This design comes from an exercise in tuning for small area, a short achievable clock period and few clock cycles on the open sky130 flow, not from production work.
At most, simulation tests tie the RTL to the original design; equivalence was not proved.
For runs 2 to 4, only the layout was checked, not whether the RTL still works.
Power is estimated from default activity; no workload was simulated.

**flow/run.sh**
```bash
#!/bin/bash
# The standard layout, with the smallest buffer on every port instead of
# the default port buffer cell; each tool's output goes to its own log here
set -euo pipefail
bash standard.sh BUFFER_PORTS_ARGS="-buffer_cell sky130_fd_sc_hd__buf_1" finish > standard_make.log 2>&1
```
**standard.sh**
```bash
#!/bin/bash
# synth_recipe.tcl (not shown) runs the flow's synth.tcl, then flattens the netlist and writes it again
# the make line also repeats each setting of config.mk as NAME=value (left out here)
make -C /OpenROAD-flow-scripts/flow DESIGN_CONFIG=/design/flow/config.mk WORK_HOME=/design/flow/orfs CLKGATE_MAP_FILE= SYNTH_SCRIPT=/design/flow/synth_recipe.tcl "${@:-finish}"
```
**config.mk**
```make
export PLATFORM = sky130hd
export DESIGN_NAME = nice_core_top
export DESIGN_NICKNAME = nice_core_top
export VERILOG_FILES = /design/flow/design.v
export SDC_FILE = /design/flow/constraint.sdc
export NUM_CORES = 4
export LEC_CHECK = 0
export CAP_MARGIN = 20
export CORE_MARGIN = 2
export CORE_UTILIZATION = 40
export CTS_BUF_LIST = sky130_fd_sc_hd__clkbuf_4 sky130_fd_sc_hd__clkbuf_8 sky130_fd_sc_hd__clkbuf_16
export CTS_CLUSTER_DIAMETER = 80
export CTS_CLUSTER_SIZE = 30
export SETUP_SLACK_MARGIN = 4.0
export SLEW_MARGIN = 20
```
**constraint.sdc**
```tcl
create_clock -name core_clock -period 7.5 [get_ports {custom_mem_op}]
set_input_delay 1.5000 -clock core_clock [delete_from_list [all_inputs] [get_ports {custom_mem_op}]]
set_output_delay 1.5000 -clock core_clock [all_outputs]
set_load 0.01 [all_outputs]
```
**design.v**
```verilog
package nice_pkg;
   typedef struct packed {
      logic [6:0] func7;
      logic [4:0] rs2;
      logic [4:0] rs1;
      logic [2:0] func3;
      logic [4:0] rd;
      logic [6:0] opcode;
   } nice_rtype_t;
   typedef union packed {
      logic [32-1:0] raw;
      nice_rtype_t           r;
   } nice_insn_u;
   typedef enum logic [2:0] {
      OP_NONE   = 3'd0,
      OP_LOAD_A = 3'd1,
      OP_LOAD_B = 3'd2,
      OP_LOAD_P = 3'd3,
      OP_STORE  = 3'd4,
      OP_WORK   = 3'd5
   } nice_op_e;
   typedef enum logic [2:0] {
      ST_IDLE = 3'd0,
      ST_MEM  = 3'd1,
      ST_WORK = 3'd2,
      ST_RESP = 3'd3
   } nice_state_e;
endpackage
`timescale 1ns/100ps
module row_buffer (
   input  logic                  custom_mem_op,
   input  logic                  wr_en,      
   input  logic [32-1:0] wr_data,
   output logic [32-1:0] head,       
   output logic [32-1:0] tail        
);
   logic [32-1:0] w [8];
   always_ff @(posedge custom_mem_op) begin
      for (int j = 1; j < 8 - 1; j++) w[j] <= w[j+1];
      w[8-1] <= w[0];
      w[0] <= wr_en ? wr_data : w[1];
   end
   assign head = w[0];
   assign tail = w[8-1];
endmodule
`timescale 1ns/100ps
module nice_core_top (
   input  logic                  custom_mem_op,
   input  logic                  nice_rst_n,
   output logic                  nice_active,
   output logic                  nice_mem_holdup,
   input  logic                  nice_req_valid,
   output logic                  nice_req_ready,
   input  logic [32-1:0] nice_req_inst,
   input  logic [32-1:0] nice_req_rs1,
   input  logic [32-1:0] nice_req_rs2,
   output logic                  nice_rsp_valid,
   input  logic                  nice_rsp_ready,
   output logic [32-1:0] nice_rsp_rdat,
   output logic                  nice_rsp_err,
   output logic                  nice_icb_cmd_valid,
   input  logic                  nice_icb_cmd_ready,
   output logic [32-1:0] nice_icb_cmd_addr,
   output logic                  nice_icb_cmd_read,
   output logic [32-1:0] nice_icb_cmd_wdata,
   output logic [1:0]            nice_icb_cmd_size,
   input  logic                  nice_icb_rsp_valid,
   output logic                  nice_icb_rsp_ready,
   input  logic [32-1:0] nice_icb_rsp_rdata,
   input  logic                  nice_icb_rsp_err
);
   localparam logic [1:0] K_LA = 2'd0, K_LB = 2'd1, K_LP = 2'd2, K_ST = 2'd3;
   logic rst;
   assign rst = ~nice_rst_n;
   assign pk_ill = ~pk_mem & ~pk_wk;
   logic [2:0]            ph;
   logic                  zact;
   logic                  pk_v, pk_mem, pk_wk, pk_ill;    
   logic [1:0]            pk_k;
   logic                  rdy_a, rdy_m, rdy_x, iss_go, act_q;
   logic                  rob_w [3];
   logic                  rob_d [3];
   logic                  rob_e [3];
   logic [1:0]            rob_hd, rob_tl;   
   logic [3:1]            rob_t;       
   logic                  q0_v, q1_v;
   logic [1:0]            q0_k, q1_k, q0_i, q1_i;
   logic [2:0]            rcnt, rslot;
   logic                  rerr;
   logic                  iss_act;
   logic [2:0]            icnt;
   logic [1:0]            iss_k;
   logic                  cmd_v, cmd_rd;
   logic [32-1:0] cmd_a, cmd_wd;
   logic                  busy, s2_v, s2_last, wdone, wres_p;
   logic [2:0]            wcnt;
   logic [2:0]            r_off;
   logic [32:0]   sreg;        
   logic                  rsp_v, rsp_e, rsp_w;
   logic [6:0] d_opc, d_f7;
   logic [2:0] d_f3;
   logic       d_mem, d_wk;
   assign d_opc = nice_req_inst[6:0];
   assign d_f3  = nice_req_inst[14:12];
   assign d_f7  = nice_req_inst[31:25];
   assign d_mem = (d_opc == 7'b1111011) && (d_f3 == 3'b010) &&
                  (d_f7 >= 7'd1) && (d_f7 <= 7'd4);
   assign d_wk  = (d_opc == 7'b1111011) && (d_f3 == 3'b000) &&
                  (d_f7 == 7'd5);
   logic slot_free, req_hs, start, handoff, cont, fire;
   logic [2:0] lane;
   logic st_i, st_now;
   logic rsp_rdy, take, q0_done;
   logic raw_ok, lane_go;
   logic head_done, rob_push, rob_pop, rsp_hs;
   assign slot_free      = ~cmd_v | nice_icb_cmd_ready;
   assign nice_req_ready = rdy_x | (rdy_m & nice_icb_cmd_ready);
   assign start          = nice_req_valid & rdy_m & slot_free;
   assign handoff        = nice_req_valid & rdy_a & pk_wk;
   assign req_hs         = start | (nice_req_valid & rdy_a);
   assign cont   = iss_go & slot_free;
   assign fire   = cont | start;
   assign lane   = start ? 3'd0 : icnt;
   assign st_i   = (iss_k == K_ST);
   assign st_now = start ? (pk_k == K_ST) : st_i;
   assign rsp_rdy = q0_v & ((q0_k == K_ST) | ((rslot == 3'd0) & ~zact));
   assign take    = nice_icb_rsp_valid & rsp_rdy;
   assign q0_done = take & (rcnt == 3'd7);
   assign nice_icb_rsp_ready = rsp_rdy;
   assign raw_ok  = ~(q1_v & (q1_k != K_ST)) &
                    ~(q0_v & (q0_k != K_ST) & (rcnt <= wcnt));
   assign lane_go = busy & (ph == wcnt) & raw_ok;
   assign rob_push  = req_hs;
   assign head_done = rob_w[rob_hd] ? wdone : rob_d[rob_hd];
   assign rob_pop   = rob_t[1] & head_done & (~rsp_v | nice_rsp_ready);
   assign rsp_hs    = rsp_v & nice_rsp_ready;
   logic [2:0] ph_n, icnt_n, wcnt_n, r_off_n;
   logic [3:1] rob_t_n;
   logic       rob_inc, rob_dec;
   logic       pk_v_n, busy_n, wres_p_n, iss_act_n, q1_v_n, rsp_v_n, cmd_v_n;
   logic [1:0] iss_k_n, pk_k_n;
   logic       pk_st_n;
   assign ph_n     = rst ? 3'd0 : ph + 3'd1;
   assign cmd_v_n  = ~rst & (fire | (cmd_v & ~nice_icb_cmd_ready));
   assign pk_v_n   = ~rst & nice_req_valid & ~req_hs;
   assign pk_k_n   = d_f7[1:0] - 2'd1;
   assign pk_st_n  = (pk_k_n == K_ST);
   assign rob_inc  = rob_push & ~rob_pop;
   assign rob_dec  = rob_pop & ~rob_push;
   assign rob_t_n  = rst ? 3'd0 : (rob_inc ? {rob_t[2:1], 1'b1} :
                                   rob_dec ? {1'b0, rob_t[3:2]} : rob_t);
   assign busy_n   = rst ? 1'b0 : (handoff | (busy & ~(lane_go & (wcnt == 3'd7))));
   assign wcnt_n   = handoff ? 3'd0 : (lane_go ? wcnt + 3'd1 : wcnt);
   assign wres_p_n = rst ? 1'b0 : ((s2_v & s2_last) | (wres_p & ~(rsp_hs & rsp_w)));
   assign iss_act_n = rst ? 1'b0 : (fire ? (lane != 3'd7) : iss_act);
   assign icnt_n   = fire ? lane + 3'd1 : icnt;
   assign iss_k_n  = start ? pk_k : iss_k;
   assign r_off_n  = rst ? r_off - ph - 3'd1 : (handoff ? 3'd0 : r_off);
   assign q1_v_n   = rst ? 1'b0 : ((start & q0_v & ~q0_done) | (q1_v & ~q0_done));
   assign rsp_v_n  = rst ? 1'b0 : (rob_pop | (rsp_v & ~nice_rsp_ready));
   logic       busy_w, pcond, wok_start, wok_cont, wok_idle, iss_go_n;
   logic [2:0] wcnt_w, icnt_p1;
   assign busy_w    = busy & ~(lane_go & (wcnt == 3'd7));
   assign wcnt_w    = lane_go ? wcnt + 3'd1 : wcnt;
   assign icnt_p1   = icnt + 3'd1;
   assign pcond     = ((ph + 3'd1) == (icnt + 3'd3 + (st_i ? r_off : 3'd0)));
   assign wok_start = (pk_k != K_ST) | ~busy_w | (wcnt_w > 3'd1);
   assign wok_cont  = ~st_i | ~busy_w | (wcnt_w > icnt_p1);
   assign wok_idle  = ~st_i | ~busy_w | (wcnt_w > icnt);
   assign iss_go_n  = rst ? 1'b0 :
                      start ? wok_start :
                      cont  ? ((icnt != 3'd7) & wok_cont) :
                              (iss_act & pcond & wok_idle);
   logic rdy_a_n, rdy_m_n, pk_keep, ph_ok0, wok0, iss_free;
   assign pk_keep  = ~rst & nice_req_valid & ~req_hs;
   assign ph_ok0   = ((ph + 3'd1) == (3'd3 + (pk_st_n ? r_off : 3'd0)));
   assign wok0     = pk_st_n ? (~busy_w | (wcnt_w != 3'd0)) : ~busy_w;
   assign iss_free = ~iss_act | (iss_go & (icnt == 3'd7) & slot_free);
   assign rdy_a_n  = pk_keep & ~rob_t[3] &
                     ((~d_mem & ~d_wk) |
                      (d_wk & ~busy & ~wres_p & ~(s2_v & s2_last) & ~(iss_act & st_i)));
   assign rdy_m_n  = pk_keep & ~rob_t[3] & d_mem & ~q1_v & ph_ok0 & wok0 & iss_free;
   always_ff @(posedge custom_mem_op) begin
      ph      <= ph_n;
      pk_v    <= pk_v_n;
      pk_mem  <= d_mem;
      pk_wk   <= d_wk;
      pk_k    <= pk_k_n;
      rob_t   <= rob_t_n;
      busy    <= busy_n;
      wcnt    <= wcnt_n;
      wres_p  <= wres_p_n;
      iss_act <= iss_act_n;
      icnt    <= icnt_n;
      iss_k   <= iss_k_n;
      r_off   <= r_off_n;
      q1_v    <= q1_v_n;
      rsp_v   <= rsp_v_n;
      act_q   <= ~rst & (rob_push | rob_t[1] | (rsp_v & ~nice_rsp_ready));
      rdy_a   <= rdy_a_n;
      rdy_m   <= rdy_m_n;
      rdy_x   <= rdy_a_n | (rdy_m_n & ~cmd_v_n);
      iss_go  <= iss_go_n;
   end
   logic zero_w;
   always_ff @(posedge custom_mem_op) begin
      if (rst)              zact <= 1'b1;
      else if (ph == 3'd6)  zact <= 1'b0;
   end
   assign zero_w = rst | zact;
   logic [32-1:0] r_tap;
   always_ff @(posedge custom_mem_op) begin
      cmd_v <= cmd_v_n;
   end
   always_ff @(posedge custom_mem_op) begin
      if (fire) begin
         cmd_a  <= start ? nice_req_rs1 : cmd_a + 32'(4);
         cmd_rd <= ~st_now;
         cmd_wd <= r_tap;
      end
   end
   assign nice_icb_cmd_valid = cmd_v;
   assign nice_icb_cmd_addr  = cmd_a;
   assign nice_icb_cmd_read  = cmd_rd;
   assign nice_icb_cmd_wdata = cmd_wd;
   assign nice_icb_cmd_size  = 2'b10;
   always_ff @(posedge custom_mem_op) begin
      if (rst) begin
         q0_v  <= 1'b0;
         rcnt  <= 3'd0;
         rslot <= 3'd1;
         rerr  <= 1'b0;
      end else begin
         rslot <= rslot + 3'd1 - {2'b00, take};
         if (take) begin
            rcnt <= rcnt + 3'd1;
            rerr <= (rerr | nice_icb_rsp_err) & ~q0_done;
         end
         if (start & (~q0_v | q0_done)) begin
            q0_v <= 1'b1;
            q0_k <= pk_k;
            q0_i <= rob_tl;
         end else if (q0_done) begin
            q0_v <= q1_v;
            q0_k <= q1_k;
            q0_i <= q1_i;
         end
      end
   end
   always_ff @(posedge custom_mem_op) begin
      if (start & q0_v & ~q0_done) begin
         q1_k <= pk_k;
         q1_i <= rob_tl;
      end
   end
   logic [32-1:0] din, a_head, b_head, p_tap, mod_r;
   logic [32+1:0] diff;
   logic                  we_a, we_b, we_p;
   assign din  = zero_w ? '0 : nice_icb_rsp_rdata;
   assign we_a = zero_w | (take & (q0_k == K_LA));
   assign we_b = zero_w | (take & (q0_k == K_LB));
   assign we_p = zero_w | (take & (q0_k == K_LP));
   row_buffer u_row_a (.custom_mem_op(custom_mem_op), .wr_en(we_a), .wr_data(din),
                       .head(a_head), .tail());
   row_buffer u_row_b (.custom_mem_op(custom_mem_op), .wr_en(we_b), .wr_data(din),
                       .head(b_head), .tail());
   row_buffer u_row_p (.custom_mem_op(custom_mem_op), .wr_en(we_p), .wr_data(din),
                       .head(), .tail(p_tap));
   row_buffer u_row_r (.custom_mem_op(custom_mem_op), .wr_en(s2_v), .wr_data(mod_r),
                       .head(), .tail(r_tap));
   always_ff @(posedge custom_mem_op) begin
      if (lane_go)              sreg <= {1'b0, a_head} + {1'b0, b_head};
      else if (s2_v & s2_last)  sreg <= {1'b0, mod_r};
      s2_v    <= ~rst & lane_go;
      s2_last <= (wcnt == 3'd7);
   end
   assign diff  = {1'b0, sreg} - {2'b00, p_tap};
   assign mod_r = diff[32+1] ? sreg[32-1:0] : diff[32-1:0];
   always_ff @(posedge custom_mem_op) begin
      if (rst) begin
         wdone <= 1'b0;
      end else begin
         if (s2_v & s2_last)                    wdone <= 1'b1;
         else if (rob_pop & rob_w[rob_hd])         wdone <= 1'b0;
      end
   end
   always_ff @(posedge custom_mem_op) begin
      if (rst) begin
         rob_hd <= 2'd0;
         rob_tl <= 2'd0;
      end else begin
         if (rob_push) rob_tl <= rob_tl[1] ? 2'd0 : rob_tl + 2'd1;
         if (rob_pop)  rob_hd <= rob_hd[1] ? 2'd0 : rob_hd + 2'd1;
      end
   end
   always_ff @(posedge custom_mem_op) begin
      if (rob_push) begin
         rob_w[rob_tl] <= pk_wk;
         rob_d[rob_tl] <= pk_ill;
         rob_e[rob_tl] <= pk_ill;
      end
      if (q0_done) begin
         rob_d[q0_i] <= 1'b1;
         rob_e[q0_i] <= rerr | nice_icb_rsp_err;
      end
   end
   always_ff @(posedge custom_mem_op) begin
      if (rob_pop) begin
         rsp_e <= rob_e[rob_hd];
         rsp_w <= rob_w[rob_hd];
      end
   end
   assign nice_rsp_valid = rsp_v;
   assign nice_rsp_err   = rsp_e;
   assign nice_rsp_rdat  = sreg[32-1:0] & {32{rsp_w}};
   assign nice_active     = nice_req_valid | act_q;
   assign nice_mem_holdup = q0_v;
endmodule
```
==> results of run 1 <==
## per-stage QoR
stage	area (um2)	setup slack [ns]	hold WS (ns)	std cells
final	37000	4.02	0.312	3921
after global routing	37000	3.93	0.320	3921
after CTS	36800	4.00	0.311	3919
after detailed placement	35400	3.10	0.312	3851
after global placement	35400	3.14	0.310	3851
after floorplan	33500	4.19	0.310	2636
## cell families (layout without fill, tap and decap cells)
group                      Yosys count  after routing  share of synthesized area (%)
adders and majority gates           95             95                           3.60
DFF                               1191           1191                           74.9
other                                2              2                         0.0224
AOI/OAI and AO/OA                  415            415                           7.42
and+or+nand+nor                    652            652                           8.65
buffers and inverters              145            350                           1.66
muxes                               39             39                           1.22
xor gates and xnor gates            97             97                           2.54
## registers in the layout (all words and copies together) (netlist names), 3 cells and up, named ones only
signal     flops
ph             3
u_row_p.w    256
u_row_b.w    256
u_row_a.w    256
cmd_a         32
wcnt           3
rob_w          3
rslot          3
cmd_wd        32
sreg          33
rcnt           3
u_row_r.w    256
rob_e          3
r_off          3
rob_t          3
icnt           3
rob_d          3
## per-layer routing
metal,GRT usage (%),wire length [um],vias up
met2,23.7,29200,368
li1,-,-,9096
met1,20.9,31300,8564
met4,3.97,1400,0
met5,0,0,-
met3,2.72,3160,90
## cells in the final DEF (no fill, tap or decap), types with 5 or more instances in the layout
cell type,count
a211oi_1,13
a21o_1,13
a21oi_1,223
a31oi_1,6
and2_1,47
and3_1,14
buf_1,189
buf_4,11
clkbuf_16,48
clkbuf_4,14
dfxtp_1,1068
edfxtp_1,122
ha_1,90
inv_1,75
mux2_2,14
mux2i_1,25
nand2_1,343
nand2b_1,13
nand3_1,34
nand4_1,10
nor2_1,120
nor2b_1,8
nor3_1,21
o211ai_1,9
o21a_1,8
o21ai_0,81
o21ai_1,7
or2_2,5
or3_1,8
xnor2_1,54
xor2_1,43
## area by class of cell
type	instances	area (um2)	share of cell area (%)
clock inverter	7	109	0.295
clock buffer	61	1280	3.47
inverter	76	285	0.772
multi-input combinational	1300	7980	21.6
tap	1080	1350	3.66
timing repair buffer	206	891	2.41
sequential	1191	25100	67.8
## where the power goes
part           leakage [nW]  internal [mW]  switching, mW  total [mW]
sequential             9.74           6.43         0.0126        6.44
combinational          3.45         0.0329         0.0444      0.0773
clock                 0.695           1.25           1.85        3.10
## what timing repair did
| action | 4_1_cts | 5_1_grt |
|---|---|---|
| pin swaps | 0 | 2 |
| setup endpoints to repair | 14 | 37 |
| gates resized for setup | 13 | 19 |
| setup buffers | 0 | 1 |
| cloned | 0 | 1 |
## worst max-delay path by stage
stage / endpoint / slack [ns] / cells past startpoint
global placement: rdy_x$_DFF_P_ / 3.14 / 11
global route: rdy_x$_DFF_P_ / 3.93 / 11
floorplan: nice_active / 4.19 / 1
CTS: rdy_x$_DFF_P_ / 4.00 / 11
detailed placement: rdy_x$_DFF_P_ / 3.10 / 11
finish: nice_active / 4.02 / 3
==> out/qor.csv, run 1 <==
stage,metric,value,unit
drt,detailed-route wire length per cell,16.6,um
drt,detailed router's first-iteration violation count,957,
placement,total of buffers placed on input and output ports,191,
floorplanning,Die X,293,um
worst_hold_path,worst hold path stage count,0,
worst_hold_path,class of the tightest hold or removal check,flip-flop to flip-flop,
logic_synthesis,Yosys reg bits,1191,
cells_and_area,ANT cells,0,
floorplanning,number of rows in the core area,106,
sta,RSZ-0062 raised after global routing,yes,
setup_path,slowest cell on the critical path,or2_4,
sta,final max-slew violation count,0,
grt,overflow left after global routing,0,
drt,final antenna-violating net count,0,
sta,Worst Tran Pin Value,1.01,ns
cts,cts hold-fix bufs,0,
grt,vias in the first global route,18000,
setup_path,data arrival time of the critical path,1.98,ns
logic_synthesis,number of standard cells after synthesis,2636,
cts,CTS tree,yes,
cts,clk latency of the worst-skew pair,0.64,ns
setup_path,peak per-stage delay on the critical path,0.25,ns
setup_path,r2r startpoint,sreg[6]$_DFFE_PP_,
logic_synthesis,netlist area before placement,33500,um2
floorplanning,overall die area,86000,um2
cells_and_area,core occupancy in the finished layout,44.4,%
sta,final hold violations,0,
logic_synthesis,number of flops mapped to enable cells by yosys,122,
logic_synthesis,largest area contributor in the netlist,dfxtp_1,
sta,final setup violating endpoints,0,
setup_path,Crit Path Class,input port to output pin,
setup_path,Worst path top cell family by delay,simple AND/OR/NAND/NOR gates,
sta,Period minus WS final,3.48,ns
cts,register clock-pin slew on the reported worst setup and hold paths,0.11,ns
sta,aggregate negative setup slack,0,ns
sta,Worst slew margin,32.4,%
grt,total routing resource utilization after global routing,14.9,%
pwr,Pleak,13.9,nW
cts,CTS buffer count,47,
logic_synthesis,top post-synthesis cells by count,"1,069 x dfxtp_1, 344 x nand2_1, 226 x a21oi_1",
drt,Vias,18100,
setup_path,worst reg2reg path depth,11,
setup_path,startpoint class of the critical path,input port,
logic_synthesis,part of the Yosys area used for sequential elements,74.9,%
setup_path,Critical path origin,nice_req_valid,
logic_synthesis,leading cell types by total area after synthesis,"dfxtp_1 64%, edfxtp_1 11%, nand2_1 3.9%, a21oi_1 3.4%, ha_1 3.4%",
setup_path,largest fanout on the critical path,6,
worst_hold_path,critical hold path startpoint,u_row_r.w[3][17]$_DFF_P_,
cts,count of H-tree levels built during CTS,2,
pwr,Final Total Pwr,9.62,mW
setup_path,crit-path most repeated cell,buf_6,
logic_synthesis,"Net Count, Synth",2864,
grt,maximum number of pins on one net before global-route repair,72,
worst_hold_path,WHS Endpoint,u_row_r.w[2][17]$_DFF_P_,
logic_synthesis,share of flip-flops with an asynchronous set or reset after synthesis,0,%
cells_and_area,fraction of final layout cells with drive strength greater than 1,5.14,%
floorplanning,starting density of the core,40.2,%
setup_path,crit path cell chain,buf_6 -> or2_4 -> buf_6,
status,status,finished clean,
logic_synthesis,distinct cell type count of the synthesized netlist,84,
floorplanning,die extent in y,293,um
sta,share of the cycle needed by the critical path after routing,46.5,%
placement,routability congestion estimate from global placement,0.902,
logic_synthesis,most common cell in the netlist,dfxtp_1,
setup_path,Critical path buffers and inverters,2,
sta,maximum clock rate,287,MHz
setup_path,worst path required time,6.00,ns
drt,Vias/cell,4.62,
placement,Detailed Place HPWL,44300,um
floorplanning,area of the core,83300,um2
sta,clock tree skew after final layout,0.0395,ns
cts,CTS sink count,1191,
setup_path,"reg-to-reg slack, setup",4.16,ns
floorplanning,I/O pins,241,
setup_path,worst reg2reg path endpoint,sreg[11]$_DFFE_PP_,
logic_synthesis,top-area cell type share of the netlist area,63.9,%
cts,maximum clock path buffer count,3,
run,Max-Cap Viols,0,
drt,final wirelength,65000,um
cells_and_area,Layout fillers,7559,
pwr,peak supply drop,0.176,mV
logic_synthesis,Mapped Avg Cell Area,12.7,um2
logic_synthesis,count of yosys warnings during synthesis,3,
grt,first-pass GRT wire length,101000,um
setup_path,CP Capture Type,output pin,
drt,number of remaining DRC errors,0,
cts,Clock Root Buffer,clkbuf_16,
drt,number of detailed-routing iterations run before antenna repair,5,
logic_synthesis,commonest register cell after synthesis,dfxtp_1,
cells_and_area,area growth from synthesis to layout,10.4,%
cells_and_area,final-stage net count,3050,
pwr,total power density per cell area,260,nW/um2
grt,number of antenna violations at the first check in global routing,0,
Testbench counts, summed over its fixed seeds: cycles 9,854.
==> run 2: changes to the inputs <==
--- a/design.v
+++ b/design.v
@@ -78,5 +78,5 @@
    logic                  pk_v, pk_mem, pk_wk, pk_ill;    
    logic [1:0]            pk_k;
-   logic                  rdy_a, rdy_m, rdy_x, iss_go, act_q;
+   logic                  rdy_a, rdy_m, rdy_x, iss_go, act_qn;
    logic                  rob_w [3];
    logic                  rob_d [3];
@@ -197,5 +197,5 @@
       q1_v    <= q1_v_n;
       rsp_v   <= rsp_v_n;
-      act_q   <= ~rst & (rob_push | rob_t[1] | (rsp_v & ~nice_rsp_ready));
+      act_qn  <= rst | ~(rob_push | rob_t[1] | (rsp_v & ~nice_rsp_ready));
       rdy_a   <= rdy_a_n;
       rdy_m   <= rdy_m_n;
@@ -314,5 +314,5 @@
    assign nice_rsp_err   = rsp_e;
    assign nice_rsp_rdat  = sreg[32-1:0] & {32{rsp_w}};
-   assign nice_active     = nice_req_valid | act_q;
+   assign nice_active     = ~(~nice_req_valid & act_qn);
    assign nice_mem_holdup = q0_v;
 endmodule
==> out/qor.csv, run 2 <==
stage,metric,value,unit
placement,worst setup timing slack at the placement stage,3.72,ns
sta,clock tree skew after final layout,0.0232,ns
cells_and_area,"commonest non-fill, non-tap cell in the layout",dfxtp_1,
drt,Routed met1 length,31200,um
logic_synthesis,count of yosys warnings during synthesis,3,
status,status,finished clean,
worst_hold_path,class of the tightest hold or removal check,flip-flop to flip-flop,
floorplanning,number of rows in the core area,105,
placement,routability congestion estimate from global placement,0.852,
setup_path,r2r startpoint,u_row_a.w[0][1]$_DFF_P_,
worst_hold_path,worst hold path stage count,0,
setup_path,CP Capture Type,output pin,
drt,number of detailed-routing iterations run before antenna repair,5,
logic_synthesis,leading cell types by total area after synthesis,"dfxtp_1 64%, edfxtp_1 11%, nand2_1 3.8%, a21oi_1 3.4%, ha_1 3.4%",
logic_synthesis,dominant combinational cell family by area after synthesis,simple AND/OR/NAND/NOR gates,
drt,number of remaining DRC errors,0,
sta,Worst slew margin,31.6,%
cts,CTS tree,yes,
pwr,Pleak,13.7,nW
cells_and_area,core occupancy in the finished layout,44.8,%
setup_path,worst reg2reg path endpoint,sreg[29]$_DFFE_PP_,
sta,Period minus WS final,3.40,ns
drt,met3 wire length,2990,um
cts,clk latency of the worst-skew pair,0.62,ns
logic_synthesis,Yosys reg bits,1191,
cts,register clock-pin slew on the reported worst setup and hold paths,0.10,ns
sta,RSZ-0062 raised after global routing,yes,
logic_synthesis,largest area contributor in the netlist,dfxtp_1,
drt,metal2 WL,27600,um
sta,minimum hold slack,0.325,ns
pwr,peak supply drop,0.183,mV
cts,Clock Root Buffer,clkbuf_16,
grt,first-pass GRT wire length,98300,um
logic_synthesis,Compound-Gate Fraction of Synth Area,7.19,%
cts,count of H-tree levels built during CTS,2,
drt,detailed-route wire length per cell,16.3,um
floorplanning,Die X,293,um
grt,total routing resource utilization after global routing,14.5,%
worst_hold_path,WHS Endpoint,u_row_p.w[5][15]$_DFF_P_,
setup_path,"reg-to-reg slack, setup",4.12,ns
setup_path,largest fanout on the critical path,5,
setup_path,slowest cell on the critical path,buf_1,
drt,final antenna-violating net count,0,
logic_synthesis,distinct cell type count of the synthesized netlist,76,
sta,final hold violations,0,
cells_and_area,area of the multi-input gates,7920,um2
cells_and_area,flip-flop and latch area,25100,um2
cells_and_area,Layout fillers,7402,
logic_synthesis,share of the synthesized netlist area taken by xor and xnor gates,2.52,%
sta,final critical-path setup slack,4.10,ns
logic_synthesis,simple logic cell fraction of the synthesized area,8.65,%
logic_synthesis,"Net Count, Synth",2856,
floorplanning,starting density of the core,40.5,%
pwr,total power density per cell area,261,nW/um2
setup_path,worst reg2reg path depth,10,
cells_and_area,most used cells in the layout excluding fill and tap cells,"1,068 x dfxtp_1, 336 x nand2_1, 224 x a21oi_1",
placement,total of buffers placed on input and output ports,191,
sta,Worst Tran Pin Value,1.03,ns
logic_synthesis,part of the Yosys area used for sequential elements,75.1,%
logic_synthesis,share of flip-flops with an asynchronous set or reset after synthesis,0,%
sta,final max-slew violation count,0,
logic_synthesis,top post-synthesis cells by count,"1,069 x dfxtp_1, 338 x nand2_1, 226 x a21oi_1",
run,Max-Cap Viols,0,
cts,CTS sink count,1191,
logic_synthesis,number of standard cells after synthesis,2628,
logic_synthesis,commonest register cell after synthesis,dfxtp_1,
drt,Vias/cell,4.63,
drt,detailed router's first-iteration violation count,1007,
grt,number of antenna violations at the first check in global routing,1,
worst_hold_path,critical hold path startpoint,u_row_p.w[6][15]$_DFF_P_,
cts,maximum clock path buffer count,3,
sta,share of the cycle needed by the critical path after routing,45.4,%
drt,final wirelength,63600,um
floorplanning,overall die area,85800,um2
logic_synthesis,netlist area before placement,33400,um2
logic_synthesis,top-area cell type share of the netlist area,64.1,%
setup_path,worst path required time,6.00,ns
setup_path,data arrival time of the critical path,1.90,ns
sta,final setup violating endpoints,0,
setup_path,Crit Path Class,input port to output pin,
logic_synthesis,area share of fa/ha/maj cells after synthesis,3.55,%
floorplanning,die extent in y,293,um
cells_and_area,fraction of final layout cells with drive strength greater than 1,4.87,%
logic_synthesis,number of flops mapped to enable cells by yosys,122,
cells_and_area,area growth from synthesis to layout,10.5,%
drt,Vias,18100,
placement,Detailed Place HPWL,43900,um
sta,aggregate negative setup slack,0,ns
grt,overflow left after global routing,0,
grt,maximum number of pins on one net before global-route repair,69,
logic_synthesis,Mapped Avg Cell Area,12.7,um2
logic_synthesis,mux cell area share after synthesis,1.34,%
floorplanning,I/O pins,241,
logic_synthesis,most common cell in the netlist,dfxtp_1,
drt,uppermost routed layer,met5,
setup_path,crit path cell chain,buf_2 -> nand2b_1 -> buf_1,
sta,maximum clock rate,294,MHz
setup_path,peak per-stage delay on the critical path,0.15,ns
grt,vias in the first global route,17800,
setup_path,startpoint class of the critical path,input port,
floorplanning,area of the core,82400,um2
cts,CTS buffer count,47,
cells_and_area,final-stage net count,3044,
run 2: cell types whose count changed in the layout (fill, tap and decap cells not counted), moves of 4 or more:
cell      before  now
buf_4         11   16
nor2_1       120  124
nand2_1      343  336
o21ai_1        7   24
o21ai_0       81   58
clkbuf_4      14   10
run 2: kinds of logic (layout without fill, tap and decap cells):
group           count (synthesis)  count (layout)
compound gates                409             409
simple gates                  652             652
buf+inv                       142             350
mux                            43              43
fa+ha+maj                      93              93
flops                        1191            1191
other cells                     2               4
xor+xnor                       96              96
run 2: routing by layer:
metal  track usage (%)  vias up
li1                  -     9083
met1              20.5     8580
met2              22.5      362
met3              2.50       85
met4              4.49        2
met5                 0        -
run 2: area by class of cell:
type,instances,area share [%]
multi-input cells,1295,21.5
flip-flops and latches,1191,68.0
diodes,2,0.0136
well taps,1070,3.63
clock inverters,9,0.295
clock buffers,60,3.54
repair buffers,208,2.33
inverters,73,0.743
run 2: through the flow:
step | std cells | cell area [um2] | power, mW
after floorplan | 2628 | 33400 | 6.62
after global placement | 3832 | 35300 | 6.65
after detailed placement | 3832 | 35300 | 6.66
after CTS | 3901 | 36800 | 9.72
after global routing | 3906 | 36900 | 9.95
final | 3908 | 36900 | 9.61
run 2: worst max path at each step:
stage / startpoint / to / slack [ns] / depth (start not counted)
floorplan: nice_icb_cmd_ready / cmd_a[10]$_DFFE_PN_ / 4.23 / 4
global placement: sreg[8]$_DFFE_PP_ / sreg[7]$_DFFE_PP_ / 3.78 / 10
detailed placement: sreg[6]$_DFFE_PP_ / sreg[7]$_DFFE_PP_ / 3.72 / 10
CTS: sreg[6]$_DFFE_PP_ / sreg[7]$_DFFE_PP_ / 3.96 / 10
global route: sreg[24]$_DFFE_PP_ / sreg[7]$_DFFE_PP_ / 3.99 / 10
finish: nice_req_valid / nice_active / 4.10 / 3
run 2: critical path, delay by kind of cell:
family	cells	cell delay [ns]
simple gates	1	0.11
buf+inv	2	0.29
run 2: what timing repair did:
action / 4_1_cts / 5_1_grt
pin swaps: 0 / 7
setup buffers: 0 / 5
endpoints found under the setup margin: 48 / 73
gates resized for setup: 8 / 17
hold buffers: 0 / 0
endpoints found under the hold margin: 0 / 0
gates cloned: 0 / 0
run 2: power breakdown:
part	switching [mW]	internal, mW
Combinational	0.0423	0.0306
Clock	1.84	1.26
Sequential	0.0111	6.43
Total	1.89	7.72
==> run 3: changes to the inputs <==
--- a/config.mk
+++ b/config.mk
@@ -12,4 +12,4 @@
 export CTS_CLUSTER_DIAMETER = 80
 export CTS_CLUSTER_SIZE = 30
-export SETUP_SLACK_MARGIN = 4.0
+export SETUP_SLACK_MARGIN = 4.3
 export SLEW_MARGIN = 20
==> out/qor.csv, run 3 <==
stage,metric,value,unit
worst_hold_path,worst hold path stage count,0,
sta,Period minus WS final,3.38,ns
placement,post-placement cell area,35300,um2
setup_path,Worst path top cell family by delay,buffers and inverters,
grt,total routing resource utilization after global routing,15.1,%
pwr,total power density per cell area,256,nW/um2
pwr,combinational share of power,0.8,%
drt,Vias,18500,
drt,Routed met1 length,32100,um
drt,detailed router's first-iteration violation count,1097,
cells_and_area,most used cells in the layout excluding fill and tap cells,"1,059 x dfxtp_1, 337 x nand2_1, 219 x a21oi_1",
logic_synthesis,part of the Yosys area used for sequential elements,75.1,%
cells_and_area,"commonest non-fill, non-tap cell in the layout",dfxtp_1,
setup_path,Critical path buffers and inverters,2,
logic_synthesis,share of flip-flops with an asynchronous set or reset after synthesis,0,%
grt,overflow left after global routing,0,
worst_hold_path,class of the tightest hold or removal check,flip-flop to flip-flop,
logic_synthesis,count of yosys warnings during synthesis,3,
cts,count of H-tree levels built during CTS,2,
logic_synthesis,top-area cell type share of the netlist area,64.1,%
pwr,Power Internal,7.80,mW
sta,maximum clock rate,296,MHz
setup_path,Critical path origin,nice_icb_cmd_ready,
logic_synthesis,share of the synthesized netlist area taken by xor and xnor gates,2.52,%
grt,first-pass GRT wire length,102000,um
pwr,clock network fraction of design power,33.4,%
logic_synthesis,Compound-Gate Fraction of Synth Area,7.19,%
worst_hold_path,WHS Endpoint,u_row_r.w[2][20]$_DFF_P_,
floorplanning,area of the core,82400,um2
setup_path,slowest cell on the critical path,a21o_1,
pwr,switching power total,1.99,mW
logic_synthesis,area share of fa/ha/maj cells after synthesis,3.55,%
setup_path,startpoint class of the critical path,input port,
cells_and_area,area of the multi-input gates,8410,um2
logic_synthesis,Yosys reg bits,1191,
sta,Worst Tran Pin Value,1.03,ns
drt,met3 wire length,3040,um
sta,RSZ-0062 raised after global routing,yes,
floorplanning,die extent in y,293,um
sta,final max-slew violation count,0,
sta,clock tree skew after final layout,0.0301,ns
cells_and_area,area growth from synthesis to layout,14.6,%
logic_synthesis,commonest register cell after synthesis,dfxtp_1,
setup_path,peak per-stage delay on the critical path,0.16,ns
setup_path,worst path required time,6.00,ns
setup_path,Crit Path Class,input port to output pin,
sta,final setup violating endpoints,0,
sta,share of the cycle needed by the critical path after routing,45.0,%
cells_and_area,final-stage net count,3093,
grt,vias in the first global route,18400,
setup_path,"reg-to-reg slack, setup",4.37,ns
floorplanning,I/O pins,241,
cts,maximum clock path buffer count,3,
logic_synthesis,number of standard cells after synthesis,2628,
logic_synthesis,number of flops mapped to enable cells by yosys,122,
setup_path,r2r startpoint,sreg[21]$_DFFE_PP_,
logic_synthesis,netlist area before placement,33400,um2
logic_synthesis,top post-synthesis cells by count,"1,069 x dfxtp_1, 338 x nand2_1, 226 x a21oi_1",
logic_synthesis,leading cell types by total area after synthesis,"dfxtp_1 64%, edfxtp_1 11%, nand2_1 3.8%, a21oi_1 3.4%, ha_1 3.4%",
grt,maximum number of pins on one net before global-route repair,69,
cells_and_area,cell area after layout,38200,um2
logic_synthesis,simple logic cell fraction of the synthesized area,8.65,%
cts,CTS buffer count,49,
logic_synthesis,mux cell area share after synthesis,1.34,%
drt,final wirelength,68100,um
floorplanning,starting density of the core,40.5,%
drt,detailed-route wire length per cell,17.2,um
setup_path,CP Capture Type,output pin,
placement,routability congestion estimate from global placement,0.878,
logic_synthesis,"Net Count, Synth",2856,
logic_synthesis,distinct cell type count of the synthesized netlist,76,
sta,Worst slew margin,31.2,%
sta,final hold violations,0,
drt,final antenna-violating net count,0,
setup_path,worst reg2reg path depth,10,
setup_path,data arrival time of the critical path,1.88,ns
cells_and_area,fraction of final layout cells with drive strength greater than 1,10.7,%
placement,total of buffers placed on input and output ports,191,
logic_synthesis,Mapped Avg Cell Area,12.7,um2
drt,metal2 WL,31000,um
cts,CTS tree,yes,
cells_and_area,flip-flop and latch area,25100,um2
drt,number of remaining DRC errors,0,
drt,number of detailed-routing iterations run before antenna repair,5,
cts,register clock-pin slew on the reported worst setup and hold paths,0.10,ns
pwr,portion of total power attributed to sequential cells,65.8,%
logic_synthesis,dominant combinational cell family by area after synthesis,simple AND/OR/NAND/NOR gates,
status,status,finished clean,
sta,aggregate negative setup slack,0,ns
drt,Vias/cell,4.67,
floorplanning,number of rows in the core area,105,
setup_path,crit path cell chain,buf_6 -> a21o_1 -> buf_6,
pwr,switching fraction of total power,20.3,%
floorplanning,overall die area,85800,um2
worst_hold_path,critical hold path startpoint,u_row_r.w[3][20]$_DFF_P_,
cts,clk latency of the worst-skew pair,0.64,ns
cts,CTS sink count,1191,
setup_path,worst reg2reg path endpoint,sreg[7]$_DFFE_PP_,
pwr,Pleak,14.3,nW
floorplanning,Die X,293,um
cts,Clock Root Buffer,clkbuf_16,
grt,number of antenna violations at the first check in global routing,6,
cells_and_area,Layout fillers,7252,
drt,uppermost routed layer,met5,
run,Max-Cap Viols,0,
logic_synthesis,largest area contributor in the netlist,dfxtp_1,
placement,Detailed Place HPWL,44500,um
logic_synthesis,most common cell in the netlist,dfxtp_1,
setup_path,crit-path most repeated cell,buf_6,
pwr,peak supply drop,0.218,mV
setup_path,largest fanout on the critical path,2,
run 3: cell counts after synthesis:
Identical to the previous run, type by type.
run 3: layer usage:
layer / global-route usage (%) / vias to the layer above
li1: - / 9198
met1: 21.3 / 8774
met2: 24.0 / 395
met3: 2.41 / 116
met4: 4.57 / 4
met5: 0 / -
run 3: how the worst max path moves through the flow:
stage,to,depth (start not counted)
5_1_grt,nice_req_ready,3
2_1_floorplan,nice_req_ready,1
3_5_place_dp,rdy_x$_DFF_P_,10
3_3_place_gp,rdy_x$_DFF_P_,10
4_1_cts,nice_req_ready,3
6_report,nice_req_ready,3
run 3: area by class of cell:
class                      instances  share of cell area, %
antenna                            2                 0.0131
tap                             1070                   3.50
inverter                          73                  0.716
clock inverter                    12                  0.494
sequential                      1191                   65.6
clock buffer                      64                   3.55
multi-input combinational       1295                   22.0
timing repair buffer             255                   4.19
run 3: power by group through the flow:
stage                     Clock, mW  Combinational (mW)  Sequential (mW)
after CTS                      3.37              0.0739             6.44
after global placement            0              0.0696             6.59
after floorplan                   0              0.0378             6.58
after global routing           3.59              0.0852             6.45
after detailed placement          0              0.0709             6.59
final                          3.27              0.0757             6.44
run 3: worst register-to-register path, stage by stage, from the launching register on:
cell and delay [ns]:
edfxtp_1 0.45, ha_2 0.41, nand4_1 0.19, nor3_2 0.33
nand4_1 0.22, o221ai_2 0.15, nor2_1 0.11, a31oi_4 0.24
buf_12 0.17, mux2_1 0.35, mux2_2 0.26
run 3: kinds of logic (layout without fill, tap and decap cells):
kind of cell               Yosys count  after routing
DFF                               1191           1191
and+or+nand+nor                    652            652
AOI/OAI and AO/OA                  409            409
buffers and inverters              142            404
xor gates and xnor gates            96             96
adders and majority gates           93             93
muxes                               43             43
other                                2              4
run 3: through the flow:
stage          setup WS (ns)  utilization (%)  instances  hold slack (ns)  power [mW]
2_1_floorplan           4.31                -       2628            0.310        6.62
3_3_place_gp            3.60             42.9       3833            0.310        6.66
3_5_place_dp            3.54             42.9       3833            0.312        6.66
4_1_cts                 4.12             45.3       3925            0.312        9.88
5_1_grt                 4.11             46.4       3961            0.306        10.1
6_report                4.12             46.4       3962            0.311        9.79
run 3: timing repair:
| item | 4_1_cts | 5_1_grt |
|---|---|---|
| pin swaps | 18 | 30 |
| setup buffers | 15 | 28 |
| hold endpoints to repair | 0 | 0 |
| gates resized for setup | 70 | 163 |
| gates cloned | 1 | 7 |
| hold buffers | 0 | 0 |
| setup endpoints to repair | 97 | 64 |
==> run 4: changes to the inputs <==
--- a/config.mk
+++ b/config.mk
@@ -12,4 +12,4 @@
 export CTS_CLUSTER_DIAMETER = 80
 export CTS_CLUSTER_SIZE = 30
-export SETUP_SLACK_MARGIN = 4.3
+export SETUP_SLACK_MARGIN = 4.15
 export SLEW_MARGIN = 20
==> out/qor.csv, run 4 <==
stage,metric,value,unit
pwr,total power density per cell area,259,nW/um2
logic_synthesis,share of flip-flops with an asynchronous set or reset after synthesis,0,%
sta,share of the cycle needed by the critical path after routing,44.7,%
pwr,Pleak,13.8,nW
cts,CTS sink count,1191,
worst_hold_path,class of the tightest hold or removal check,flip-flop to flip-flop,
logic_synthesis,"Net Count, Synth",2856,
floorplanning,I/O pins,241,
pwr,Final Total Pwr,9.62,mW
drt,final wirelength,64200,um
drt,number of detailed-routing iterations run before antenna repair,5,
cells_and_area,fraction of final layout cells with drive strength greater than 1,6.25,%
logic_synthesis,number of flops mapped to enable cells by yosys,122,
cells_and_area,area growth from synthesis to layout,11.4,%
floorplanning,die extent in y,293,um
setup_path,data arrival time of the critical path,1.86,ns
drt,Vias/cell,4.64,
pwr,peak supply drop,0.182,mV
logic_synthesis,Mapped Avg Cell Area,12.7,um2
sta,final max-slew violation count,0,
run,Max-Cap Viols,0,
setup_path,CP Capture Type,output pin,
logic_synthesis,commonest register cell after synthesis,dfxtp_1,
logic_synthesis,top post-synthesis cells by count,"1,069 x dfxtp_1, 338 x nand2_1, 226 x a21oi_1",
logic_synthesis,largest area contributor in the netlist,dfxtp_1,
cts,clk latency of the worst-skew pair,0.63,ns
drt,Vias,18200,
placement,total of buffers placed on input and output ports,191,
grt,number of antenna violations at the first check in global routing,1,
sta,RSZ-0062 raised after global routing,yes,
placement,Detailed Place HPWL,43900,um
floorplanning,Die X,293,um
logic_synthesis,count of yosys warnings during synthesis,3,
floorplanning,overall die area,85800,um2
floorplanning,number of rows in the core area,105,
cells_and_area,most used cells in the layout excluding fill and tap cells,"1,067 x dfxtp_1, 336 x nand2_1, 223 x a21oi_1",
drt,final antenna-violating net count,0,
logic_synthesis,number of standard cells after synthesis,2628,
cts,register clock-pin slew on the reported worst setup and hold paths,0.11,ns
setup_path,worst path required time,6.00,ns
cells_and_area,final-stage net count,3055,
setup_path,largest fanout on the critical path,2,
sta,aggregate negative setup slack,0,ns
sta,final setup violating endpoints,0,
logic_synthesis,Yosys reg bits,1191,
cells_and_area,"commonest non-fill, non-tap cell in the layout",dfxtp_1,
grt,vias in the first global route,17900,
worst_hold_path,WHS Endpoint,u_row_p.w[5][0]$_DFF_P_,
sta,Period minus WS final,3.36,ns
setup_path,r2r startpoint,sreg[0]$_DFFE_PP_,
setup_path,Crit Path Class,input port to output pin,
sta,Worst Tran Pin Value,1.04,ns
grt,total routing resource utilization after global routing,14.5,%
logic_synthesis,part of the Yosys area used for sequential elements,75.1,%
placement,routability congestion estimate from global placement,0.852,
drt,detailed-route wire length per cell,16.4,um
sta,maximum clock rate,298,MHz
status,status,finished clean,
worst_hold_path,worst hold path stage count,0,
cts,Clock Root Buffer,clkbuf_16,
setup_path,worst reg2reg path depth,13,
cells_and_area,core occupancy in the finished layout,45.1,%
drt,number of remaining DRC errors,0,
sta,minimum hold slack,0.322,ns
sta,final hold violations,0,
floorplanning,starting density of the core,40.5,%
logic_synthesis,distinct cell type count of the synthesized netlist,76,
logic_synthesis,most common cell in the netlist,dfxtp_1,
sta,final critical-path setup slack,4.14,ns
cts,CTS tree,yes,
cts,count of H-tree levels built during CTS,2,
worst_hold_path,critical hold path startpoint,u_row_p.w[6][0]$_DFF_P_,
drt,detailed router's first-iteration violation count,1006,
grt,first-pass GRT wire length,98300,um
grt,maximum number of pins on one net before global-route repair,69,
floorplanning,area of the core,82400,um2
setup_path,worst reg2reg path endpoint,u_row_r.w[0][24]$_DFF_P_,
setup_path,"reg-to-reg slack, setup",4.18,ns
logic_synthesis,top-area cell type share of the netlist area,64.1,%
cts,cts hold-fix bufs,0,
logic_synthesis,netlist area before placement,33400,um2
grt,overflow left after global routing,0,
placement,worst setup timing slack at the placement stage,3.72,ns
sta,Worst slew margin,30.9,%
cts,maximum clock path buffer count,3,
logic_synthesis,leading cell types by total area after synthesis,"dfxtp_1 64%, edfxtp_1 11%, nand2_1 3.8%, a21oi_1 3.4%, ha_1 3.4%",
cts,CTS buffer count,47,
sta,clock tree skew after final layout,0.0238,ns
setup_path,startpoint class of the critical path,input port,
==> run 4: changes by cell type in the layout (fill, tap and decap cells not counted), moves of 7 or more <==
cell,change
dfxtp_1,+8
dfxtp_2,-8
clkbuf_16,-7
buf_4,-25
buf_1,+25
ha_1,+17
buf_6,-27
ha_4,-10
and2_4,-25
ha_2,-7
and2_1,+22
==> run 4: worst max-delay path, cell delays in order <==
cell,delay [ns]
buf_1,0.08
a21o_1,0.15
buf_2,0.13
==> run 4: layout make-up <==
class,instances,area [um2]
inverters,73,274
diodes,2,5.00
flip-flops and latches,1191,25100
well taps,1070,1340
repair buffers,219,982
multi-input cells,1295,8100
clock inverters,9,109
clock buffers,60,1300
fillers,7367,45200
==> run 4: report_power, final <==
part | internal, mW | total (mW) | switching (mW)
logic | 0.0323 | 0.0747 | 0.0423
clock network | 1.26 | 3.10 | 1.84
registers | 6.43 | 6.44 | 0.0119
==> run 4: per-layer routing <==
layer,share of wire [%],vias up,GRT usage [%]
met2,44,358,22.5
li1,-,9112,-
met5,0.019,-,0
met1,49,8602,20.5
met3,4.5,97,2.51
met4,2.9,2,4.68
==> run 4: cell families after synthesis <==
family                     share of synthesized area [%]
muxes                                               1.34
buffers and inverters                               1.63
and+or+nand+nor                                     8.65
xor gates and xnor gates                            2.52
other                                             0.0225
AOI/OAI and AO/OA                                   7.19
DFF                                                 75.1
adders and majority gates                           3.55
==> run 4: what timing repair did <==
action,CTS,global route
endpoints found under the setup margin,94,47
resized for setup,30,40
buffers inserted,4,11
pin swaps,5,19
cloned,0,1
==> run 4: how the worst max path moves through the flow <==
stage	start	end	slack, ns	cells after the start
floorplan	nice_icb_cmd_ready	cmd_a[10]$_DFFE_PN_	4.23	4
CTS	sreg[0]$_DFFE_PP_	sreg[24]$_DFFE_PP_	4.10	12
global route	sreg[22]$_DFFE_PP_	sreg[7]$_DFFE_PP_	4.06	10
detailed placement	sreg[6]$_DFFE_PP_	sreg[7]$_DFFE_PP_	3.72	10
global placement	sreg[8]$_DFFE_PP_	sreg[7]$_DFFE_PP_	3.78	10
finish	nice_icb_cmd_ready	nice_req_ready	4.14	3
==> run 4: stage by stage <==
stage | cells | instance area [um2]
global route | 3917 | 37200
global placement | 3832 | 35300
detailed placement | 3832 | 35300
finish | 3919 | 37200
CTS | 3905 | 36900
floorplan | 2628 | 33400
==> run 5: changes to the inputs <==
--- a/design.v
+++ b/design.v
@@ -78,5 +78,5 @@
    logic                  pk_v, pk_mem, pk_wk, pk_ill;    
    logic [1:0]            pk_k;
-   logic                  rdy_a, rdy_m, rdy_x, iss_go, act_qn;
+   logic                  rdy_a, rdy_m, rdy_xn, iss_go, act_qn;
    logic                  rob_w [3];
    logic                  rob_d [3];
@@ -115,5 +115,5 @@
    logic head_done, rob_push, rob_pop, rsp_hs;
    assign slot_free      = ~cmd_v | nice_icb_cmd_ready;
-   assign nice_req_ready = rdy_x | (rdy_m & nice_icb_cmd_ready);
+   assign nice_req_ready = ~(rdy_xn & ~(rdy_m & nice_icb_cmd_ready));
    assign start          = nice_req_valid & rdy_m & slot_free;
    assign handoff        = nice_req_valid & rdy_a & pk_wk;
@@ -200,5 +200,5 @@
       rdy_a   <= rdy_a_n;
       rdy_m   <= rdy_m_n;
-      rdy_x   <= rdy_a_n | (rdy_m_n & ~cmd_v_n);
+      rdy_xn  <= ~(rdy_a_n | (rdy_m_n & ~cmd_v_n));
       iss_go  <= iss_go_n;
    end
--- a/config.mk
+++ b/config.mk
@@ -12,4 +12,4 @@
 export CTS_CLUSTER_DIAMETER = 80
 export CTS_CLUSTER_SIZE = 30
-export SETUP_SLACK_MARGIN = 4.15
+export SETUP_SLACK_MARGIN = 4.22
 export SLEW_MARGIN = 20
==> out/qor.csv, run 5 <==
stage,metric,value,unit
status,status,finished clean,
pwr,switching fraction of total power,20.0,%
setup_path,data arrival time of the critical path,1.83,ns
worst_hold_path,critical hold path startpoint,u_row_r.w[0][4]$_DFF_P_,
logic_synthesis,commonest register cell after synthesis,dfxtp_1,
cts,register clock-pin slew on the reported worst setup and hold paths,0.11,ns
setup_path,worst path required time,6.00,ns
floorplanning,I/O pins,241,
logic_synthesis,Mapped Avg Cell Area,12.7,um2
setup_path,slowest cell on the critical path,nand2b_4,
setup_path,largest fanout on the critical path,2,
floorplanning,die extent in y,293,um
cts,count of H-tree levels built during CTS,2,
cells_and_area,area growth from synthesis to layout,12.3,%
drt,final wirelength,65800,um
cells_and_area,"commonest non-fill, non-tap cell in the layout",dfxtp_1,
logic_synthesis,largest area contributor in the netlist,dfxtp_1,
setup_path,startpoint class of the critical path,input port,
logic_synthesis,most common cell in the netlist,dfxtp_1,
cts,clk latency of the worst-skew pair,0.63,ns
sta,Worst slew margin,33.1,%
cts,CTS sink count,1191,
logic_synthesis,number of standard cells after synthesis,2631,
pwr,peak supply drop,0.169,mV
setup_path,Crit Path Class,input port to output pin,
grt,maximum number of pins on one net before global-route repair,69,
setup_path,r2r startpoint,u_row_a.w[0][1]$_DFF_P_,
drt,final antenna-violating net count,0,
sta,Worst Tran Pin Value,1.00,ns
pwr,Power Internal,7.79,mW
cts,CTS tree,yes,
floorplanning,overall die area,85800,um2
floorplanning,area of the core,82400,um2
cells_and_area,most used cells in the layout excluding fill and tap cells,"1,065 x dfxtp_1, 336 x nand2_1, 221 x a21oi_1",
setup_path,CP Capture Type,output pin,
logic_synthesis,top post-synthesis cells by count,"1,069 x dfxtp_1, 340 x nand2_1, 227 x a21oi_1",
logic_synthesis,count of yosys warnings during synthesis,3,
setup_path,worst reg2reg path depth,10,
pwr,combinational share of power,0.8,%
cells_and_area,final-stage net count,3069,
grt,first-pass GRT wire length,101000,um
sta,clock tree skew after final layout,0.0423,ns
cells_and_area,ANT cells,0,
setup_path,Critical path buffers and inverters,2,
sta,maximum clock rate,300,MHz
drt,Vias/cell,4.66,
sta,final max-slew violation count,0,
pwr,clock network fraction of design power,33.1,%
logic_synthesis,netlist area before placement,33400,um2
worst_hold_path,class of the tightest hold or removal check,flip-flop to flip-flop,
grt,total routing resource utilization after global routing,14.8,%
sta,RSZ-0062 raised after global routing,yes,
sta,aggregate negative setup slack,0,ns
worst_hold_path,worst hold path stage count,0,
logic_synthesis,top-area cell type share of the netlist area,64.1,%
grt,vias in the first global route,18300,
logic_synthesis,Yosys reg bits,1191,
drt,detailed router's first-iteration violation count,960,
setup_path,"reg-to-reg slack, setup",4.30,ns
drt,detailed-route wire length per cell,16.7,um
run,Max-Cap Viols,0,
logic_synthesis,share of flip-flops with an asynchronous set or reset after synthesis,0,%
setup_path,crit path cell chain,buf_8 -> nand2b_4 -> buf_6,
sta,Period minus WS final,3.33,ns
worst_hold_path,WHS Endpoint,u_row_r.w[7][4]$_DFF_P_,
setup_path,Worst path top cell family by delay,buffers and inverters,
sta,final hold violations,0,
pwr,switching power total,1.95,mW
sta,share of the cycle needed by the critical path after routing,44.4,%
floorplanning,number of rows in the core area,105,
logic_synthesis,distinct cell type count of the synthesized netlist,74,
logic_synthesis,number of flops mapped to enable cells by yosys,122,
cts,CTS buffer count,49,
drt,number of detailed-routing iterations run before antenna repair,7,
pwr,total power density per cell area,260,nW/um2
setup_path,worst reg2reg path endpoint,sreg[27]$_DFFE_PP_,
grt,overflow left after global routing,0,
sta,minimum hold slack,0.298,ns
drt,number of remaining DRC errors,0,
logic_synthesis,part of the Yosys area used for sequential elements,75.1,%
sta,final setup violating endpoints,0,
logic_synthesis,"Net Count, Synth",2859,
floorplanning,Die X,293,um
cells_and_area,fraction of final layout cells with drive strength greater than 1,7.33,%
placement,routability congestion estimate from global placement,0.844,
drt,Vias,18300,
logic_synthesis,leading cell types by total area after synthesis,"dfxtp_1 64%, edfxtp_1 11%, nand2_1 3.8%, a21oi_1 3.4%, ha_1 3.4%",
pwr,portion of total power attributed to sequential cells,66.2,%
pwr,Pleak,14.0,nW
setup_path,peak per-stage delay on the critical path,0.12,ns
cts,Clock Root Buffer,clkbuf_16,
floorplanning,starting density of the core,40.5,%
placement,Detailed Place HPWL,44500,um
cts,maximum clock path buffer count,3,
placement,total of buffers placed on input and output ports,191,
grt,number of antenna violations at the first check in global routing,1,
run 5: cell count changes after synthesis, moves of 2 or more:
cell	change
nand2_1	+2
inv_1	+2
o21ai_1	-3
o21ai_0	+4
run 5: area by class of cell:
cell class                 instances  area [um2]
inverter                          75         282
sequential                      1191       25100
timing repair buffer             228        1140
clock inverter                    13         205
clock buffer                      62        1340
tap                             1070        1340
fill                            7351       44900
multi-input combinational       1296        8120
run 5: worst max path at each step:
stage / from / end / slack (ns) / cells after the start
final: nice_req_valid / nice_active / 4.17 / 3
after global routing: nice_icb_cmd_ready / nice_req_ready / 4.16 / 4
after CTS: nice_req_valid / nice_active / 4.17 / 3
after detailed placement: nice_icb_cmd_ready / rdy_xn$_DFF_P_ / 3.66 / 10
after global placement: nice_icb_cmd_ready / rdy_xn$_DFF_P_ / 3.75 / 10
after floorplan: nice_icb_cmd_ready / cmd_a[10]$_DFFE_PN_ / 4.23 / 4
run 5: per-stage QoR:
stage,cell area (um2),setup WS (ns),util [%],power [mW],std cells
after detailed placement,35300,3.66,42.9,6.66,3837
after global placement,35300,3.75,42.9,6.65,3837
after CTS,37200,4.17,45.1,9.84,3921
after floorplan,33400,4.23,-,6.62,2631
after global routing,37500,4.16,45.5,10.1,3935
final,37500,4.17,45.5,9.74,3935
run 5: power by group through the flow:
stage | combinational [mW] | sequential (mW) | clock [mW]
floorplan | 0.0375 | 6.58 | 0
global placement | 0.0693 | 6.59 | 0
detailed placement | 0.0707 | 6.59 | 0
CTS | 0.0739 | 6.44 | 3.32
global route | 0.0851 | 6.45 | 3.54
finish | 0.0755 | 6.44 | 3.22
run 5: what timing repair did:
| item | 4_1_cts | 5_1_grt |
|---|---|---|
| gates resized for setup | 45 | 53 |
| pin swaps | 10 | 17 |
| setup buffers | 9 | 11 |
| setup endpoints to repair | 96 | 57 |
| cloned | 0 | 3 |
| hold buffers | 0 | 0 |
run 5: cell families after synthesis:
family | after synthesis | share of synthesized area [%]
AND/OR/NAND/NOR | 653 | 8.65
buffers and inverters | 144 | 1.65
AO/OA/AOI/OAI | 409 | 7.18
other | 2 | 0.0225
flip-flops | 1191 | 75.1
XOR/XNOR | 96 | 2.52
adder cells (fa/ha/maj) | 93 | 3.55
multiplexers | 43 | 1.34
run 5: layer usage:
layer	vias up	track usage (%)	wire length, um
li1	9144	-	-
met1	8721	20.9	31800
met2	371	23.8	29800
met3	91	2.16	2640
met4	2	4.20	1590
met5	-	0	13
Testbench counts of run 5, summed over its fixed seeds: cycles 9,854.
==> run 6: changes to the inputs <==
--- a/config.mk
+++ b/config.mk
@@ -12,4 +12,4 @@
 export CTS_CLUSTER_DIAMETER = 80
 export CTS_CLUSTER_SIZE = 30
-export SETUP_SLACK_MARGIN = 4.22
+export SETUP_SLACK_MARGIN = 4.1
 export SLEW_MARGIN = 20
==> out/qor.csv, run 6 <==
stage,metric,value,unit
worst_hold_path,critical hold path startpoint,u_row_r.w[0][4]$_DFF_P_,
floorplanning,starting density of the core,40.5,%
logic_synthesis,top-area cell type share of the netlist area,64.1,%
setup_path,startpoint class of the critical path,input port,
sta,Worst Tran Pin Value,1.01,ns
logic_synthesis,"Net Count, Synth",2859,
grt,maximum number of pins on one net before global-route repair,69,
logic_synthesis,Yosys reg bits,1191,
status,status,finished clean,
setup_path,r2r startpoint,u_row_a.w[0][12]$_DFF_P_,
floorplanning,overall die area,85800,um2
drt,number of detailed-routing iterations run before antenna repair,5,
grt,total routing resource utilization after global routing,14.7,%
logic_synthesis,distinct cell type count of the synthesized netlist,74,
drt,detailed router's first-iteration violation count,937,
worst_hold_path,WHS Endpoint,u_row_r.w[7][4]$_DFF_P_,
logic_synthesis,most common cell in the netlist,dfxtp_1,
cts,count of H-tree levels built during CTS,2,
cells_and_area,"commonest non-fill, non-tap cell in the layout",dfxtp_1,
setup_path,CP Capture Type,output pin,
setup_path,worst path required time,6.00,ns
setup_path,worst reg2reg path depth,10,
sta,final hold violations,0,
sta,clock tree skew after final layout,0.0409,ns
placement,Detailed Place HPWL,44500,um
cells_and_area,ANT cells,0,
sta,final critical-path setup slack,4.12,ns
placement,post-placement cell area,35300,um2
cts,CTS buffer count,49,
drt,final antenna-violating net count,0,
cells_and_area,Finished Layout Cells,3922,
pwr,peak supply drop,0.168,mV
cts,register clock-pin slew on the reported worst setup and hold paths,0.11,ns
sta,final setup violating endpoints,0,
worst_hold_path,class of the tightest hold or removal check,flip-flop to flip-flop,
sta,Worst slew margin,32.4,%
drt,detailed-route wire length per cell,16.5,um
logic_synthesis,netlist area before placement,33400,um2
cts,cts hold-fix bufs,0,
sta,RSZ-0062 raised after global routing,yes,
run,Max-Cap Viols,0,
cts,CTS tree,yes,
logic_synthesis,Mapped Avg Cell Area,12.7,um2
placement,routability congestion estimate from global placement,0.844,
floorplanning,I/O pins,241,
logic_synthesis,count of yosys warnings during synthesis,3,
drt,final wirelength,64700,um
sta,aggregate negative setup slack,0,ns
grt,vias in the first global route,18200,
worst_hold_path,worst hold path stage count,0,
logic_synthesis,top post-synthesis cells by count,"1,069 x dfxtp_1, 340 x nand2_1, 227 x a21oi_1",
setup_path,"reg-to-reg slack, setup",4.17,ns
drt,number of remaining DRC errors,0,
cts,Clock Root Buffer,clkbuf_16,
logic_synthesis,number of standard cells after synthesis,2631,
grt,overflow left after global routing,0,
cells_and_area,final-stage net count,3056,
logic_synthesis,commonest register cell after synthesis,dfxtp_1,
pwr,total power density per cell area,262,nW/um2
cells_and_area,area growth from synthesis to layout,11.3,%
logic_synthesis,leading cell types by total area after synthesis,"dfxtp_1 64%, edfxtp_1 11%, nand2_1 3.8%, a21oi_1 3.4%, ha_1 3.4%",
setup_path,Crit Path Class,input port to output pin,
logic_synthesis,share of flip-flops with an asynchronous set or reset after synthesis,0,%
grt,number of antenna violations at the first check in global routing,1,
setup_path,worst reg2reg path endpoint,sreg[27]$_DFFE_PP_,
grt,first-pass GRT wire length,100000,um
floorplanning,area of the core,82400,um2
setup_path,largest fanout on the critical path,5,
cts,clk latency of the worst-skew pair,0.63,ns
sta,final max-slew violation count,0,
placement,worst setup timing slack at the placement stage,3.66,ns
pwr,Pleak,13.9,nW
cells_and_area,cell area after layout,37100,um2
sta,Period minus WS final,3.38,ns
floorplanning,Die X,293,um
logic_synthesis,largest area contributor in the netlist,dfxtp_1,
cells_and_area,fraction of final layout cells with drive strength greater than 1,5.47,%
setup_path,data arrival time of the critical path,1.88,ns
cells_and_area,Layout fillers,7394,
floorplanning,number of rows in the core area,105,
floorplanning,die extent in y,293,um
drt,Vias/cell,4.65,
sta,share of the cycle needed by the critical path after routing,45.1,%
placement,total of buffers placed on input and output ports,191,
placement,placed cells,3837,
sta,maximum clock rate,296,MHz
drt,Vias,18300,
logic_synthesis,part of the Yosys area used for sequential elements,75.1,%
cts,maximum clock path buffer count,3,
sta,minimum hold slack,0.298,ns
logic_synthesis,number of flops mapped to enable cells by yosys,122,
cts,CTS sink count,1191,
cells_and_area,most used cells in the layout excluding fill and tap cells,"1,068 x dfxtp_1, 339 x nand2_1, 225 x a21oi_1",
-- run 6: cell counts after synthesis --
Identical to the previous run, type by type.
-- run 6: timing repair --
action	CTS	global route
gates resized for setup	19	21
pin swaps	1	5
gates cloned	0	1
endpoints found under the setup margin	60	40
buffers inserted	3	6
-- run 6: cell families (layout without fill, tap and decap cells) --
family | after synthesis | in the layout | share of synthesized area (%)
fa+ha+maj | 93 | 93 | 3.55
simple gates | 653 | 653 | 8.65
mux | 43 | 43 | 1.34
compound gates | 409 | 409 | 7.18
xor+xnor | 96 | 96 | 2.52
buf+inv | 144 | 365 | 1.65
flops | 1191 | 1191 | 75.1
other cells | 2 | 2 | 0.0225
-- run 6: area by class of cell --
cell class | count | area (um2) | area share (%)
clock inverters | 13 | 205 | 0.552
clock buffers | 62 | 1340 | 3.61
repair buffers | 215 | 958 | 2.58
flip-flops and latches | 1191 | 25100 | 67.5
well taps | 1070 | 1340 | 3.60
inverters | 75 | 282 | 0.758
multi-input cells | 1296 | 7950 | 21.4
-- run 6: metal layers --
layer  share of wire, %  global-route usage (%)  wire length (um)
met2                 45                    23.6             28800
met4                2.7                    4.35              1720
met5              0.020                       0                13
met1                 49                    20.8             31600
met3                3.9                    2.17              2550
-- run 6: where the power goes --
part	total (mW)	switching, mW	internal (mW)	leakage [nW]
logic	0.0723	0.0406	0.0318	3.50
clock network	3.22	1.89	1.33	0.762
registers	6.44	0.0116	6.43	9.60
-- run 6: how the worst max path moves through the flow --
stage / start / endpoint / cells after the start
final: nice_req_valid / nice_active / 3
after global routing: sreg[22]$_DFFE_PP_ / sreg[7]$_DFFE_PP_ / 10
after CTS: sreg[6]$_DFFE_PP_ / sreg[7]$_DFFE_PP_ / 9
after detailed placement: nice_icb_cmd_ready / rdy_xn$_DFF_P_ / 10
after global placement: nice_icb_cmd_ready / rdy_xn$_DFF_P_ / 10
after floorplan: nice_icb_cmd_ready / cmd_a[10]$_DFFE_PN_ / 4
-- run 6: critical path: stages --
cell	delay (ns)
buf_4	0.13
nand2b_4	0.13
buf_6	0.11
-- run 6: per-stage QoR --
| step | power [mW] | util (%) |
|---|---|---|
| final | 9.73 | 45.1 |
| after global routing | 10.1 | 45.1 |
| after CTS | 9.83 | 44.9 |
| after detailed placement | 6.66 | 42.9 |
| after global placement | 6.65 | 42.9 |
| after floorplan | 6.62 | - |

port drivers added, routing unchanged:
No port has a modelled driver above. Below, the same layouts with a new extraction and two added sets of constraints. Step 1, drivers: a clkbuf_16 drives custom_mem_op and a buf_2 each remaining input, both assumed. Step 2 moves the port delays by t, midway between the first and last clock arrival at a register: inputs arrive t later, outputs are due t later. That takes back most of the time a late clock gives input paths. Slacks: ideal / step 1 / step 2; pairs: ideal / step 1.
| run | shift t [ns] | slack for setup (ns) | hold WS [ns] |
|---|---|---|---|
| run 1 | 0.679 | 4.015 / 3.983 / 3.548 | 0.312 / 0.312 / 0.312 |
| run 2 | 0.676 | 4.097 / 4.045 / 3.722 | 0.325 / 0.325 / 0.325 |
| run 3 | 0.690 | 4.124 / 4.083 / 3.840 | 0.311 / 0.311 / 0.311 |
| run 4 | 0.678 | 4.144 / 4.119 / 3.873 | 0.322 / 0.322 / 0.322 |
| run 5 | 0.669 | 4.170 / 4.130 / 3.764 | 0.298 / 0.298 / 0.298 |
| run 6 | 0.668 | 4.117 / 4.094 / 3.684 | 0.298 / 0.298 / 0.298 |
After both steps every run listed still meets setup and hold. For run 1, which loses most, drivers alone change the setup slack by -0.032 ns; drivers and shift together by -0.467 ns.
